This is an optimization exercise on Yosys and OpenROAD, whose aim is small area, a short achievable clock period and few clock cycles per item, not a production implementation.
In this exercise RTL edits were held to simulation tests only and were not proved equivalent to the original.
Power figures rest on the tool's default switching activity, not on a simulated workload.

### flow/run.sh
#!/bin/bash
# synth_recipe.tcl (not shown) runs the flow's synth.tcl, then flattens the netlist and writes it again
# the make line also repeats each setting of config.mk as NAME=value (left out here)
make -C /OpenROAD-flow-scripts/flow DESIGN_CONFIG=/design/flow/config.mk WORK_HOME=/design/flow/orfs CLKGATE_MAP_FILE= SYNTH_SCRIPT=/design/flow/synth_recipe.tcl finish
### flow/config.mk
export PLATFORM = sky130hd
export DESIGN_NAME = delta_cep_window_calc
export DESIGN_NICKNAME = delta_cep_window_calc
export VERILOG_FILES = /design/flow/design.v
export SDC_FILE = /design/flow/constraint.sdc
export NUM_CORES = 4
export LEC_CHECK = 0
export CAP_MARGIN = 20
export CORE_MARGIN = 2
export CORE_UTILIZATION = 40
export SLEW_MARGIN = 20
### flow/constraint.sdc
create_clock -name core_clock -period 11.0 [get_ports {clk}]
set_input_delay 2.2000 -clock core_clock [delete_from_list [all_inputs] [get_ports {clk}]]
set_output_delay 2.2000 -clock core_clock [all_outputs]
set_load 0.01 [all_outputs]
### flow/design.v
package mfcc_delta_pkg;
    localparam int CEP_DATA_WIDTH = 16;
    localparam int NUM_CEP        = 13;
    localparam int DELTA_WIN      = 5;
    localparam logic [2:0] LAST_SLOT = 3'(DELTA_WIN - 1);
    localparam logic [2:0] WIN_FULL  = 3'(DELTA_WIN);
    typedef enum logic {
        FILL    = 1'b0,
        COMPUTE = 1'b1
    } state_t;
    function automatic logic [2:0] slot_sub(input logic [2:0] slot, input logic [2:0] off);
        logic [3:0] s;
        s = {1'b0, slot} + 4'd5 - {1'b0, off};
        if (s >= 4'd5) begin
            s = s - 4'd5;
        end
        slot_sub = s[2:0];
    endfunction
    function automatic logic [2:0] slot_inc(input logic [2:0] slot);
        slot_inc = (slot == LAST_SLOT) ? 3'd0 : slot + 3'd1;
    endfunction
endpackage
module delta_coef_index_cnt #(
    parameter int WIDTH = 7
) (
    input  logic             clk,
    input  logic             rst_n,
    input  logic             clr_i,
    input  logic             en_i,
    input  logic [WIDTH-1:0] limit_i,
    output logic [WIDTH-1:0] out_o,
    output logic             over_o
);
    logic [WIDTH-1:0] cnt_q;
    logic [WIDTH-1:0] cnt_d;
    assign over_o = (cnt_q == limit_i);
    assign out_o  = cnt_q;
    always_comb begin
        cnt_d = cnt_q;
        if (clr_i) begin
            cnt_d = '0;
        end else if (en_i) begin
            cnt_d = over_o ? '0 : cnt_q + WIDTH'(1);
        end
    end
    always_ff @(posedge clk or negedge rst_n) begin
        if (!rst_n) begin
            cnt_q <= '0;
        end else begin
            cnt_q <= cnt_d;
        end
    end
endmodule
module delta_cep_window_calc #(
    parameter int DATA_WIDTH = mfcc_delta_pkg::CEP_DATA_WIDTH,
    parameter int NUM_CEP    = mfcc_delta_pkg::NUM_CEP,
    parameter int IDX_WIDTH  = 7,
    parameter int OUT_WIDTH  = DATA_WIDTH + 3
) (
    input  logic                  clk,
    input  logic                  rst_n,
    input  logic                  clear,
    input  logic                  cep_in_valid,
    input  logic [DATA_WIDTH-1:0] cep_in_data,
    output logic                  cep_in_ready,
    output logic                  delta_valid,
    output logic [OUT_WIDTH-1:0]  delta_data,
    output logic [IDX_WIDTH-1:0]  delta_idx,
    output logic                  delta_frame_end
);
    localparam int RING = 4 * NUM_CEP;           
    localparam int HALF = RING / 2;              
    localparam int SW   = $clog2(RING);
    localparam int KW   = $clog2(NUM_CEP);
    localparam logic [SW-1:0] SLOT_A = SW'(RING - 2);    
    localparam logic [SW-1:0] SLOT_B = SW'(HALF - 2);    
    logic [DATA_WIDTH-1:0] ring_q [RING];
    logic [DATA_WIDTH-1:0] in_data_q;
    logic                  ins_a_q, ins_b_q;    
    logic                  ready_q;
    logic [SW-1:0]         slot_q, slot_d;      
    logic                  xfer;
    logic [KW-1:0]         k_q;
    logic [2:0]            frames_q;            
    logic                  ins;
    logic signed [OUT_WIDTH-1:0] delta_calc;
    logic                  delta_valid_q;
    logic [OUT_WIDTH-1:0]  delta_data_q;
    logic [KW-1:0]         delta_idx_q;
    logic                  delta_frame_end_q;
    assign xfer = cep_in_valid & ready_q & ~clear;
    assign slot_d = xfer ? slot_q : ((slot_q == SW'(RING - 1)) ? '0 : slot_q + SW'(1));
    always_ff @(posedge clk or negedge rst_n) begin
        if (!rst_n) begin
            slot_q  <= SLOT_A;
            ready_q <= 1'b1;
            ins_a_q <= 1'b0;
            ins_b_q <= 1'b0;
        end else begin
            slot_q  <= slot_d;
            ready_q <= (slot_d == SLOT_A) | (slot_d == SLOT_B);
            ins_a_q <= xfer & (slot_q == SLOT_A);
            ins_b_q <= xfer & (slot_q == SLOT_B);
        end
    end
    always_ff @(posedge clk) begin
        in_data_q <= cep_in_data;
    end
    always_ff @(posedge clk) begin
        for (int p = 0; p < RING; p++) begin
            if (p == 0)
                ring_q[p] <= ins_a_q ? in_data_q : ring_q[RING-1];
            else if (p == HALF)
                ring_q[p] <= ins_b_q ? in_data_q : ring_q[p-1];
            else
                ring_q[p] <= ring_q[p-1];
        end
    end
    logic signed [DATA_WIDTH-1:0] c_p2, c_p1, c_m1, c_m2;
    assign c_p2 = in_data_q;
    assign c_p1 = ins_b_q ? ring_q[HALF + NUM_CEP - 1] : ring_q[NUM_CEP - 1];
    assign c_m1 = ins_b_q ? ring_q[NUM_CEP - 1]        : ring_q[HALF + NUM_CEP - 1];
    assign c_m2 = ins_b_q ? ring_q[HALF - 1]           : ring_q[RING - 1];
    assign delta_calc = (OUT_WIDTH'(c_p1) - OUT_WIDTH'(c_m1))
                      + ((OUT_WIDTH'(c_p2) - OUT_WIDTH'(c_m2)) <<< 1);
    assign ins = (ins_a_q | ins_b_q) & ~clear;
    always_ff @(posedge clk or negedge rst_n) begin
        if (!rst_n) begin
            k_q           <= '0;
            frames_q      <= '0;
            delta_valid_q <= 1'b0;
        end else begin
            delta_valid_q <= ins & frames_q[2];
            if (clear) begin
                k_q      <= '0;
                frames_q <= '0;
            end else if (ins) begin
                if (k_q == KW'(NUM_CEP - 1)) begin
                    k_q <= '0;
                    if (!frames_q[2]) frames_q <= frames_q + 3'd1;
                end else begin
                    k_q <= k_q + KW'(1);
                end
            end
        end
    end
    always_ff @(posedge clk) begin
        delta_data_q      <= delta_calc;
        delta_idx_q       <= k_q;
        delta_frame_end_q <= (k_q == KW'(NUM_CEP - 1));
    end
    assign cep_in_ready    = ready_q;
    assign delta_valid     = delta_valid_q;
    assign delta_data      = delta_data_q;
    assign delta_idx       = IDX_WIDTH'(delta_idx_q);
    assign delta_frame_end = delta_frame_end_q;
endmodule
==> run notes, run 1 <==
* Die X at between 200 and 250 um
* Hold endpoint: ring_q[43][7]
* Placeable Area at around 53000 um2
* Crit path DAT at 5.49 ns
* Worst-path cell chain: buf_4 -> mux2i_1 -> ha_1 -> a21oi_1 -> nand2_1 -> a21oi_1 -> a31oi_1 -> a31oi_1 -> xor2_1 -> fa_1 -> inv_1 -> ha_1 -> a21oi_1 -> o21ai_0 -> or4_1 -> nand3_1 -> nor3_1
* Worst setup path category: register to register
* R2R Setup Slk at around 6 ns
* Comb power frac at under 10%
* Root Buffer: clkbuf_16
* Layout cell share with drive strength beyond 1 at between 10% and 20%
* Hold_sp: ring_q[42][7]
* Seq pwr share at between 50% and 60%
* Setup Viol. Count Final at 0
* Worst hold path class: register to register
* Worst reg2reg path startpoint: ins_b_q
* Fin. Hold Viols at 0
* WHS Path Cells at 0
* Vias/cell at 4.19
* Synth top cells by count: 872 x dfxtp_1, 55 x inv_1, 50 x mux2_2, 40 x ha_1
* Startpoint Class: register
* Cell-internal power at 5.15 mW
* Layout Utilization at ~48%
* Reg-to-Reg End: delta_data_q[17]
* WP data required at between 10 and 15 ns
* CP max-delay cell: buf_4
* Fraction of registers with async set/reset at under 10%
* DIE AREA at 55600 um2
* Seq cells post-synth at about 900
* Fin worst setup slack at between 5 and 6 ns
* WP buf/inv at 2
* CTS Buf Count at 82
* Max Slew Vio Count at 0
* Final net count at between 1500 and 2000
* Max-Cap Viols at 0
* Clk latency of the worst-skew pair at ~0.62 ns
* Pwr/cell area at 254 nW/um2
* Worst IR Drop VDD at around 130 uV
* Routed vias at between 9000 and 10000
* 1st-pass router iterations at 7
* CTS clock-pin slew for the worst setup and hold paths at around 0.060 ns
* Crit path max fanout at 50
* Fin Setup TNS at 0 ns
* Status: complete, no violations
* Post-route DRC violation count at 0
* Initial DRC count at about 350
* Largest area contributor in the netlist: dfxtp_1
* Gr usage total at approximately 11%
* Worst-Margin Slew at between 0.8 and 0.9 ns
* Top FF cell, synth: dfxtp_1
* DP HPWL at between 15 and 20 mm
* Clock network power share at about 44%
* Initial antenna violation count at 0
* # resized after CTS at 0
* Sequential area share after synthesis at between 80% and 90%
* Final Cycle Share at 45.5%
* Worst stage delay on the critical path at approximately 0.64 ns
* Initial core utilization at approximately two fifths
* Pwr Total at 6.50 mW
* Clock Skews at between 0.02 and 0.025 ns
* Slew Limit Headroom at around 43%
* IO Count at about 50
* Post-route minimum period at approximately 5 ns
* R2R depth at 17
* Number of global-route vias before repair at between 9000 and 10000
* Pre-CTS WS at around 6.0 ns
* CTS tree: built
* Worst path most repeated cell: a21oi_1
* RSZ-0062 raised after global routing: false
* Yosys top cell area share at about four fifths
* Clock tree buffer depth at 3
* Sink Count at about 890
* Synth Area per Inst at approximately 16 um2
* Setup Buffers After CTS at 0
* Net switching fraction of the power at between 20 and 25%
* Netlist Area Pre-Place at around 21000 um2
* Area Overhead vs Synth at 19.1%
* Gpl congestion at between 0.8 and 0.9
* GRT Residual Overflow at 0
* FP Rows at 84
* Cell family with the largest share of critical-path delay: compound AO/OA/AOI/OAI gates
* Final Cell Area at around 26000 um2
* H-tree levels at 3
* Post-route ant nets at 0
* Number of enable flip-flop cells after synthesis at 0
* IO buf count at 45
* LEAKAGE at around 10 nW
* Top cells by area, synth: dfxtp_1 81%, mux2_2 2.6%, ha_1 2.3%
* Routed WL at 30.1 mm
* CP endpoint kind: register
* DIE HEIGHT at roughly 240 um
* Most numerous cell in the Yosys netlist: dfxtp_1
* Fillers at approximately 4500
* Largest net degree at the start of global routing at 51
* Unique cell type count in the Yosys netlist at between 50 and 60
* Hold_buf cts at 0
* Post-Place Cell Area at 22700 um2
* Drt wl/cell at around 14 um
* Ys Warns at 2
* Post-Synthesis Cells at around 1400
* First-pass GRT wire length at 48.2 mm
* Fmax at 200 MHz
* NetSw at approximately 1.4 mW
-- final cells by class --
cell class                 instances  area [um2]  area share, %
multi-input combinational        396        3290           12.9
clock inverter                    32         410           1.60
inverter                          55         206          0.807
sequential                       889       17900           70.0
clock buffer                     118        2450           9.58
timing repair buffer              47         465           1.82
antenna                            1        2.50        0.00978
tap                              688         861           3.37
-- power by group through the flow --
stage               combinational, mW  clock [mW]  sequential, mW
CTS                             0.314        2.96            3.31
finish                          0.314        2.88            3.30
detailed placement              0.312           0            3.38
floorplan                       0.196           0            3.37
global route                    0.346        3.09            3.31
global placement                0.307           0            3.38
-- through the flow --
step | instances | hold slack [ns]
2_1_floorplan | 1362 | 0.310
4_1_cts | 2225 | 0.311
5_1_grt | 2225 | 0.318
6_report | 2226 | 0.311
3_5_place_dp | 2075 | 0.312
3_3_place_gp | 2075 | 0.310
-- cell families (layout without fill, tap and decap cells) --
group | Yosys count | after routing | share of synthesized area, %
xor gates and xnor gates | 26 | 26 | 1.06
other | 1 | 4 | 0.0175
adders and majority gates | 59 | 59 | 4.10
DFF | 889 | 889 | 83.3
AOI/OAI and AO/OA | 101 | 101 | 2.88
and+or+nand+nor | 123 | 123 | 2.98
muxes | 84 | 84 | 4.23
buffers and inverters | 77 | 252 | 1.45
-- flip-flops by register name (all words and copies together), names as in the netlist --
| register | cells |
|---|---|
| delta_data_q | 19 |
| delta_frame_end_q | 1 |
| delta_idx_q | 4 |
| delta_valid_q | 1 |
| frames_q | 3 |
| in_data_q | 16 |
| ins_a_q | 1 |
| ins_b_q | 1 |
| k_q | 4 |
| ready_q | 1 |
| ring_q | 832 |
| slot_q | 6 |
-- layout by cell type (no fill, tap or decap), drive strengths merged, types with 3 or more instances in the layout --
master and n:
a211oi 4, a21o 9, a21oi 33, a31oi 8, and2 3, and3 7
and4 3, bufinv 7, clkbuf 118, clkdlybuf4s50 45, clkinv 18, conb 3
dfrtp 13, dfstp 4, dfxtp 872, fa 19, ha 40, inv 62
mux2 51, mux2i 33, nand2 30, nand2b 4, nand3 13, nand3b 3
nor2 27, nor2b 8, nor3 12, nor3b 3, o211ai 4, o21a 4
o21ai 24, xnor2 14, xor2 12
-- worst max path at each step --
stage | start | to | slack [ns] | depth (start not counted)
detailed placement | ins_b_q | delta_data_q[18] | 6.05 | 18
global route | ins_b_q | delta_data_q[17] | 5.69 | 17
global placement | ins_b_q | delta_data_q[17] | 6.15 | 17
finish | ins_b_q | delta_data_q[17] | 5.99 | 17
floorplan | ins_b_q | delta_data_q[18] | 6.28 | 21
CTS | ins_b_q | delta_data_q[18] | 6.03 | 18
-- metal layers --
metal	up-vias	track usage (%)	routed length, um
li1	4651	-	-
met4	0	5.64	1030
met3	78	3.08	1280
met2	161	16.1	12700
met1	4426	15.1	15100
met5	-	0	0
Testbench counts, summed over its fixed seeds: cycles 5,008, items 4,576.
==> run 2, diff against run 1 <==
--- a/flow/config.mk
+++ b/flow/config.mk
@@ -5,6 +5,7 @@
 export SDC_FILE = /design/flow/constraint.sdc
 export NUM_CORES = 4
 export LEC_CHECK = 0
+export ABC_CLOCK_PERIOD_IN_PS = 3000
 export CAP_MARGIN = 20
 export CORE_MARGIN = 2
 export CORE_UTILIZATION = 40
==> run 2 against run 1 <==
- synthesized area did not move
- critical path depth did not move
- global-route usage did not move
- largest power group unchanged
- first-iteration DRC count did not move
- routed wire length did not move
- register-to-register slack barely moved
- non-clock buffer count did not move
- worst hold slack did not move
- still clean
- highest routed layer unchanged
- clock power barely moved
==> run notes, run 2 <==
* Placeable Area at 52900 um2 (unchanged)
* Post-route ant nets at 0 (unchanged)
* Seq cells post-synth at 889 (unchanged)
* H-tree levels at 3 (unchanged)
* DP HPWL at 18.8 mm (unchanged)
* Most frequent cells in the layout: 872 x dfxtp_1, 85 x clkbuf_16, 55 x inv_1
* Worst-Margin Slew at 0.846 ns (unchanged)
* CP max-delay cell: buf_4
* Layout cell share with drive strength beyond 1 at 13.1% (unchanged)
* Synth Area per Inst at 15.8 um2 (unchanged)
* Startpoint Class: register
* DIE HEIGHT at 236 um (unchanged)
* Largest net degree at the start of global routing at 51 (unchanged)
* Ys Warns at 2 (unchanged)
* Status: complete, no violations
* Largest area contributor in the netlist: dfxtp_1
* # resized after CTS at 0 (unchanged)
* Setup Buffers After CTS at 0 (unchanged)
* Root Buffer: clkbuf_16
* Worst setup path category: register to register
* Sink Count at 889 (unchanged)
* Pwr/cell area at 254 nW/um2 (unchanged)
* Top cells by area, synth: dfxtp_1 81%, mux2_2 2.6%, ha_1 2.3%
* Hold_sp: ring_q[42][7]
* Number of enable flip-flop cells after synthesis at 0 (unchanged)
* R2R Setup Slk at 5.99 ns (about the same)
* Fin Setup TNS at 0 ns (unchanged)
* Post-route DRC violation count at 0 (unchanged)
* Worst IR Drop VDD at 127 uV (unchanged)
* Synth top cells by count: 872 x dfxtp_1, 55 x inv_1, 50 x mux2_2, 40 x ha_1
* Hold_buf cts at 0 (unchanged)
* Initial antenna violation count at 0 (unchanged)
* Sequential area share after synthesis at 83.3% (unchanged)
* Initial core utilization at 40.6% (unchanged)
* Slew Limit Headroom at 43.4% (unchanged)
* Final Cycle Share at 45.5% (unchanged)
* Unique cell type count in the Yosys netlist at 57 (unchanged)
* Most numerous cell in the Yosys netlist: dfxtp_1
* WP data required at 11.49 ns (about the same)
* Number of global-route vias before repair at 9229 (unchanged)
* Gpl congestion at 0.859 (unchanged)
* Clock tree buffer depth at 3 (unchanged)
* Die X at 236 um (unchanged)
* Vias/cell at 4.19 (unchanged)
* WP buf/inv at 2 (unchanged)
* Setup Viol. Count Final at 0 (unchanged)
* Drt wl/cell at 13.5 um (unchanged)
* Worst hold path class: register to register
* Top FF cell, synth: dfxtp_1
* Largest register by flop count: ring_q
* Post-route minimum period at 5.01 ns (unchanged)
* IO Count at 49 (unchanged)
* Largest register FFs at 832 (unchanged)
* Yosys top cell area share at 81.3% (unchanged)
* Crit path max fanout at 50 (unchanged)
* Max Slew Vio Count at 0 (unchanged)
* Netlist Area Pre-Place at 21500 um2 (unchanged)
* Largest registers: ring_q x832, delta_data_q x19, in_data_q x16
* Post-Synthesis Cells at 1360 (unchanged)
* CP endpoint kind: register
* CTS clock-pin slew for the worst setup and hold paths at 0.06 ns (about the same)
* Clk latency of the worst-skew pair at 0.62 ns (about the same)
* Routed WL at 30.1 mm (unchanged)
* Final hold slack at 0.311 ns (unchanged)
* Worst stage delay on the critical path at 0.64 ns (about the same)
* GRT Residual Overflow at 0 (unchanged)
* Initial DRC count at 352 (unchanged)
* Fin. Hold Viols at 0 (unchanged)
* FP Rows at 84 (unchanged)
* CTS Buf Count at 82 (unchanged)
* Routed vias at 9316 (unchanged)
* Clock Skews at 0.0209 ns (unchanged)
* Most common cell after layout, fill and taps aside: dfxtp_1
* Cell family with the largest share of critical-path delay: compound AO/OA/AOI/OAI gates
* Worst-path cell chain: buf_4 -> mux2i_1 -> ha_1 -> a21oi_1 -> nand2_1 -> a21oi_1 -> a31oi_1 -> a31oi_1 -> xor2_1 -> fa_1 -> inv_1 -> ha_1 -> a21oi_1 -> o21ai_0 -> or4_1 -> nand3_1 -> nor3_1
* RSZ-0062 raised after global routing: false
* Max-Cap Viols at 0 (unchanged)
* CTS tree: built
* LEAKAGE at 10.4 nW (unchanged)
* Worst path most repeated cell: a21oi_1
* First-pass GRT wire length at 48.2 mm (unchanged)
* Final net count at 1550 (unchanged)
* IO buf count at 45 (unchanged)
* Fillers at 4533 (unchanged)
* Crit path DAT at 5.49 ns (about the same)
* Area Overhead vs Synth at 19.1% (unchanged)
* DIE AREA at 55600 um2 (unchanged)
* Fmax at 200 MHz (unchanged)
* Setup crit start: ins_b_q
* Worst reg2reg path startpoint: ins_b_q
* 1st-pass router iterations at 7 (unchanged)
* Gr usage total at 11.1% (unchanged)
* Fraction of registers with async set/reset at 1.91% (unchanged)
[run 2: report_power, final]
group	total (mW)	switching, mW	internal, mW
Clock	2.88	1.15	1.73
Sequential	3.30	0.0338	3.27
Combinational	0.314	0.163	0.151
Total	6.50	1.35	5.15
[run 2: stage by stage]
step	power [mW]	utilization, %	cells	instance area, um2	setup WS, ns
after floorplan	3.57	-	1362	21500	6.28
after global placement	3.68	43.0	2075	22700	6.15
after detailed placement	3.69	43.0	2075	22700	6.05
after CTS	6.58	48.4	2225	25600	6.03
after global routing	6.74	48.4	2225	25600	5.69
final	6.50	48.4	2226	25600	5.99
[run 2: final cells by class]
class | instances | area, um2 | area share (%)
Antenna cell | 1 | 2.50 | 0.00978
Inverter | 55 | 206 | 0.807
Multi-Input combinational cell | 396 | 3290 | 12.9
Clock inverter | 32 | 410 | 1.60
Sequential cell | 889 | 17900 | 70.0
Timing Repair Buffer | 47 | 465 | 1.82
Clock buffer | 118 | 2450 | 9.58
Tap cell | 688 | 861 | 3.37
[run 2: final timing paths]
check	endpoint	cells after the start
hold reg to reg	ring_q[43][7]	0
min in group asynchronous	k_q[3]	1
setup / recovery	delta_data_q[17]	17
hold / removal	ring_q[43][7]	0
max in group asynchronous	ins_b_q	1
setup reg to reg	delta_data_q[17]	17
[run 2: routing by layer]
layer  vias to the layer above  GRT usage, %  share of wire, %
met4                         0          5.64               3.4
met2                       161          16.1                42
met1                      4426          15.1                50
met3                        78          3.08               4.3
met5                         -             0                 0
li1                       4651             -                 -
[run 2: cell families after synthesis]
kind of cell | synth area share, %
AO/OA/AOI/OAI | 2.88
XOR/XNOR | 1.06
adder cells (fa/ha/maj) | 4.10
buffers and inverters | 1.45
flip-flops | 83.3
multiplexers | 4.23
other | 0.0175
AND/OR/NAND/NOR | 2.98
[run 2: worst reg2reg max path: stages (launching register included)]
cell	delay (ns)
dfrtp_4	0.57
buf_4	0.65
mux2i_1	0.31
ha_1	0.32
a21oi_1	0.41
nand2_1	0.10
a21oi_1	0.16
a31oi_1	0.06
a31oi_1	0.22
xor2_1	0.13
fa_1	0.51
inv_1	0.04
ha_1	0.39
a21oi_1	0.23
o21ai_0	0.20
or4_1	0.44
nand3_1	0.10
nor3_1	0.05
==> run 3, diff against run 2 <==
--- a/flow/config.mk
+++ b/flow/config.mk
@@ -9,4 +9,5 @@
 export CAP_MARGIN = 20
 export CORE_MARGIN = 2
 export CORE_UTILIZATION = 40
+export CTS_BUF_LIST = sky130_fd_sc_hd__clkbuf_4 sky130_fd_sc_hd__clkbuf_8
 export SLEW_MARGIN = 20
==> run 3 against run 2 <==
- sequential cell count unchanged
- still clean
- synthesized cell count unchanged
- clock skew up 0.014 ns
- largest power group unchanged
- via count up 3.1%
- global-route usage up 0.49 points
- clock power down 6%
- total power down 2.6%
- cell area down 0.27%
- die area unchanged
==> run notes, run 3 <==
* Status: complete, no violations
* Fillers at 4597 (+1.4%)
* Multi-input gate area at 3290 um2 (unchanged)
* Max-Cap Viols at 0 (unchanged)
* H-tree levels at 4 (+1)
* WP buf/inv at 2 (unchanged)
* IO buf count at 45 (unchanged)
* Synth top cells by count: 872 x dfxtp_1, 55 x inv_1, 50 x mux2_2, 40 x ha_1
* Netlist Area Pre-Place at 21500 um2 (unchanged)
* FF/Latch Area at 17900 um2 (unchanged)
* Fin. Hold Viols at 0 (unchanged)
* Crit path max fanout at 50 (unchanged)
* Initial DRC count at 375 (+6.5%)
* Gpl congestion at 0.859 (unchanged)
* Post-Synthesis Cells at 1360 (unchanged)
* Number of global-route vias before repair at 9797 (+6.2%)
* Final Cycle Share at 45.4% (-0.084 points)
* Routed WL at 30.8 mm (+2.3%)
* Largest net degree at the start of global routing at 51 (unchanged)
* Most frequent cells in the layout: 872 x dfxtp_1, 155 x clkbuf_8, 55 x inv_1
* Largest register FFs at 832 (unchanged)
* Sequential area share after synthesis at 83.3% (unchanged)
* Worst path most repeated cell: a21oi_1
* CTS tree: built
* 1st-pass router iterations at 4 (-3)
* CP max-delay cell: buf_4
* Root Buffer: clkbuf_8
* Post-route DRC violation count at 0 (unchanged)
* Clock tree buffer depth at 3 (unchanged)
* Initial core utilization at 40.6% (unchanged)
* Fmax at 200 MHz (+0.19%)
* Pwr/cell area at 248 nW/um2 (-2.4%)
* Worst-Margin Slew at 0.850 ns (+0.00389 ns)
* Worst setup path category: register to register
* Initial antenna violation count at 0 (unchanged)
* Gr usage total at 11.6% (+0.49 points)
* Startpoint Class: register
* Top cells by area, synth: dfxtp_1 81%, mux2_2 2.6%, ha_1 2.3%
* Most numerous cell in the Yosys netlist: dfxtp_1
* Placeable Area at 52900 um2 (unchanged)
* Ys Warns at 2 (unchanged)
* Setup Buffers After CTS at 0 (unchanged)
* DIE AREA at 55600 um2 (unchanged)
* Post-route ant nets at 0 (unchanged)
* Layout cell share with drive strength beyond 1 at 18.1% (+5.0 points)
* Final net count at 1599 (+3.2%)
* Slew Limit Headroom at 43.1% (-0.26 points)
* IO Count at 49 (unchanged)
* Yosys top cell area share at 81.3% (unchanged)
* Crit path DAT at 5.60 ns (+0.11 ns)
* Setup Viol. Count Final at 0 (unchanged)
* LEAKAGE at 10.5 nW (+0.40%)
* Worst hold path class: register to register
* Fraction of registers with async set/reset at 1.91% (unchanged)
* Seq cells post-synth at 889 (unchanged)
* R2R Setup Slk at 6.00 ns (about the same)
* Worst-path cell chain: buf_4 -> mux2i_1 -> ha_1 -> a21oi_1 -> nand2_1 -> a21oi_1 -> a31oi_1 -> a31oi_1 -> xor2_1 -> fa_1 -> inv_1 -> ha_1 -> a21oi_1 -> o21ai_0 -> or4_1 -> nand3_1 -> nor3_1
* DP HPWL at 18.8 mm (unchanged)
* Sink Count at 889 (unchanged)
* Largest register by flop count: ring_q
* Cell family with the largest share of critical-path delay: compound AO/OA/AOI/OAI gates
* GRT Residual Overflow at 0 (unchanged)
* Fin worst setup slack at 6.00 ns (+0.00924 ns)
* Pre-CTS WS at 6.05 ns (unchanged)
* FP Rows at 84 (unchanged)
* Largest area contributor in the netlist: dfxtp_1
* Unique cell type count in the Yosys netlist at 57 (unchanged)
* Top FF cell, synth: dfxtp_1
* Worst IR Drop VDD at 114 uV (-10%)
* Number of enable flip-flop cells after synthesis at 0 (unchanged)
* RSZ-0062 raised after global routing: false
* CTS Buf Count at 131 (+60%)
* Clock Skews at 0.0352 ns (+0.0142 ns)
* Die X at 236 um (unchanged)
* Fin Setup TNS at 0 ns (unchanged)
* Hold_buf cts at 0 (unchanged)
* Most common cell after layout, fill and taps aside: dfxtp_1
* First-pass GRT wire length at 49.7 mm (+3.2%)
* Clk latency of the worst-skew pair at 0.75 ns (+0.13 ns)
* CP endpoint kind: register
* Drt wl/cell at 13.4 um (-1.2%)
* WP data required at 11.60 ns (+0.11 ns)
* Worst stage delay on the critical path at 0.64 ns (about the same)
* CTS clock-pin slew for the worst setup and hold paths at 0.06 ns (about the same)
* Vias/cell at 4.17 (-0.41%)
* DIE HEIGHT at 236 um (unchanged)
* Synth Area per Inst at 15.8 um2 (unchanged)
* Post-route minimum period at 5.00 ns (-0.00924 ns)
* # resized after CTS at 0 (unchanged)
* Max Slew Vio Count at 0 (unchanged)
* Routed vias at 9603 (+3.1%)
* Largest registers: ring_q x832, delta_data_q x19, in_data_q x16
* Area Overhead vs Synth at 18.7%
==> run 3: cell counts after synthesis <==
No cell type changed its count.
==> run 3: metrics by stage <==
| step | hold WS, ns | power [mW] | util [%] | cell area, um2 | std cells |
|---|---|---|---|---|---|
| 2_1_floorplan | 0.310 | 3.57 | - | 21500 | 1362 |
| 3_3_place_gp | 0.310 | 3.68 | 43.0 | 22700 | 2075 |
| 3_5_place_dp | 0.312 | 3.69 | 43.0 | 22700 | 2075 |
| 4_1_cts | 0.301 | 6.43 | 48.2 | 25500 | 2303 |
| 5_1_grt | 0.303 | 6.60 | 48.2 | 25500 | 2303 |
| 6_report | 0.306 | 6.33 | 48.2 | 25500 | 2304 |
==> run 3: area by class of cell <==
| class | instances | area share (%) |
|---|---|---|
| antenna | 1 | 0.00981 |
| clock buffer | 202 | 9.75 |
| clock inverter | 26 | 1.20 |
| inverter | 55 | 0.809 |
| multi-input combinational | 396 | 12.9 |
| sequential | 889 | 70.1 |
| tap | 688 | 3.38 |
| timing repair buffer | 47 | 1.82 |
==> run 3: cells by family after synthesis <==
family          Yosys count  synth area share [%]
compound gates          101                  2.88
xor+xnor                 26                  1.06
fa+ha+maj                59                  4.10
buf+inv                  77                  1.45
flops                   889                  83.3
mux                      84                  4.23
other cells               1                0.0175
simple gates            123                  2.98
==> run 3: worst reg2reg max path, cell delays in order (launching register included) <==
cell and delay (ns):
dfrtp_4 0.57, buf_4 0.65, mux2i_1 0.32, ha_1 0.32, a21oi_1 0.39, nand2_1 0.10, a21oi_1 0.16, a31oi_1 0.06
a31oi_1 0.22, xor2_1 0.13, fa_1 0.51, inv_1 0.04, ha_1 0.39, a21oi_1 0.23, o21ai_0 0.20, or4_1 0.44
nand3_1 0.10, nor3_1 0.05
==> run 3: final timing paths <==
path	depth (start not counted)	from	endpoint
max	17	ins_b_q	delta_data_q[17]
min	0	ring_q[7][1]	ring_q[8][1]
max reg2reg	17	ins_b_q	delta_data_q[17]
min reg2reg	0	ring_q[7][1]	ring_q[8][1]
max in group asynchronous	1	rst_n	ins_b_q
min in group asynchronous	1	rst_n	k_q[3]
==> run 3: report_power, final <==
| group | internal, mW | switching (mW) |
|---|---|---|
| sequential | 3.27 | 0.0340 |
| clock | 1.55 | 1.16 |
| combinational | 0.152 | 0.163 |
| total | 4.97 | 1.36 |
==> run 3: routing by layer <==
metal  global-route usage [%]  vias up  part of all wire (%)
li1                         -     4764                     -
met1                     15.1     4545                    49
met2                     16.5      209                    42
met3                     4.08       85                   4.9
met4                     7.20        0                   3.4
met5                        0        -                     0

[what the ideal ports hide]
The flow's constraints put no driver on any port. The routed layouts listed below were extracted and timed again, unchanged, in two steps.
Step 1 assumes that a clkbuf_16 drives the clock port and a buf_2 every other input.
Step 2 moves the port delays by t, midway between the first and last clock arrival at a register: inputs arrive t later, outputs are due t later. That takes back most of the time a late clock gives input paths.
a / b / c = ideal / step 1 / step 2; a / b = the first two.
run	shift t [ns]	setup WS [ns]	worst data-port slew with drivers (ns)
run 1	0.662	5.994 / 5.994 / 5.994	0.03
run 2	0.662	5.994 / 5.994 / 5.994	0.03
run 3	0.780	6.004 / 6.004 / 6.004	0.03
After both steps every run listed still meets setup and hold.
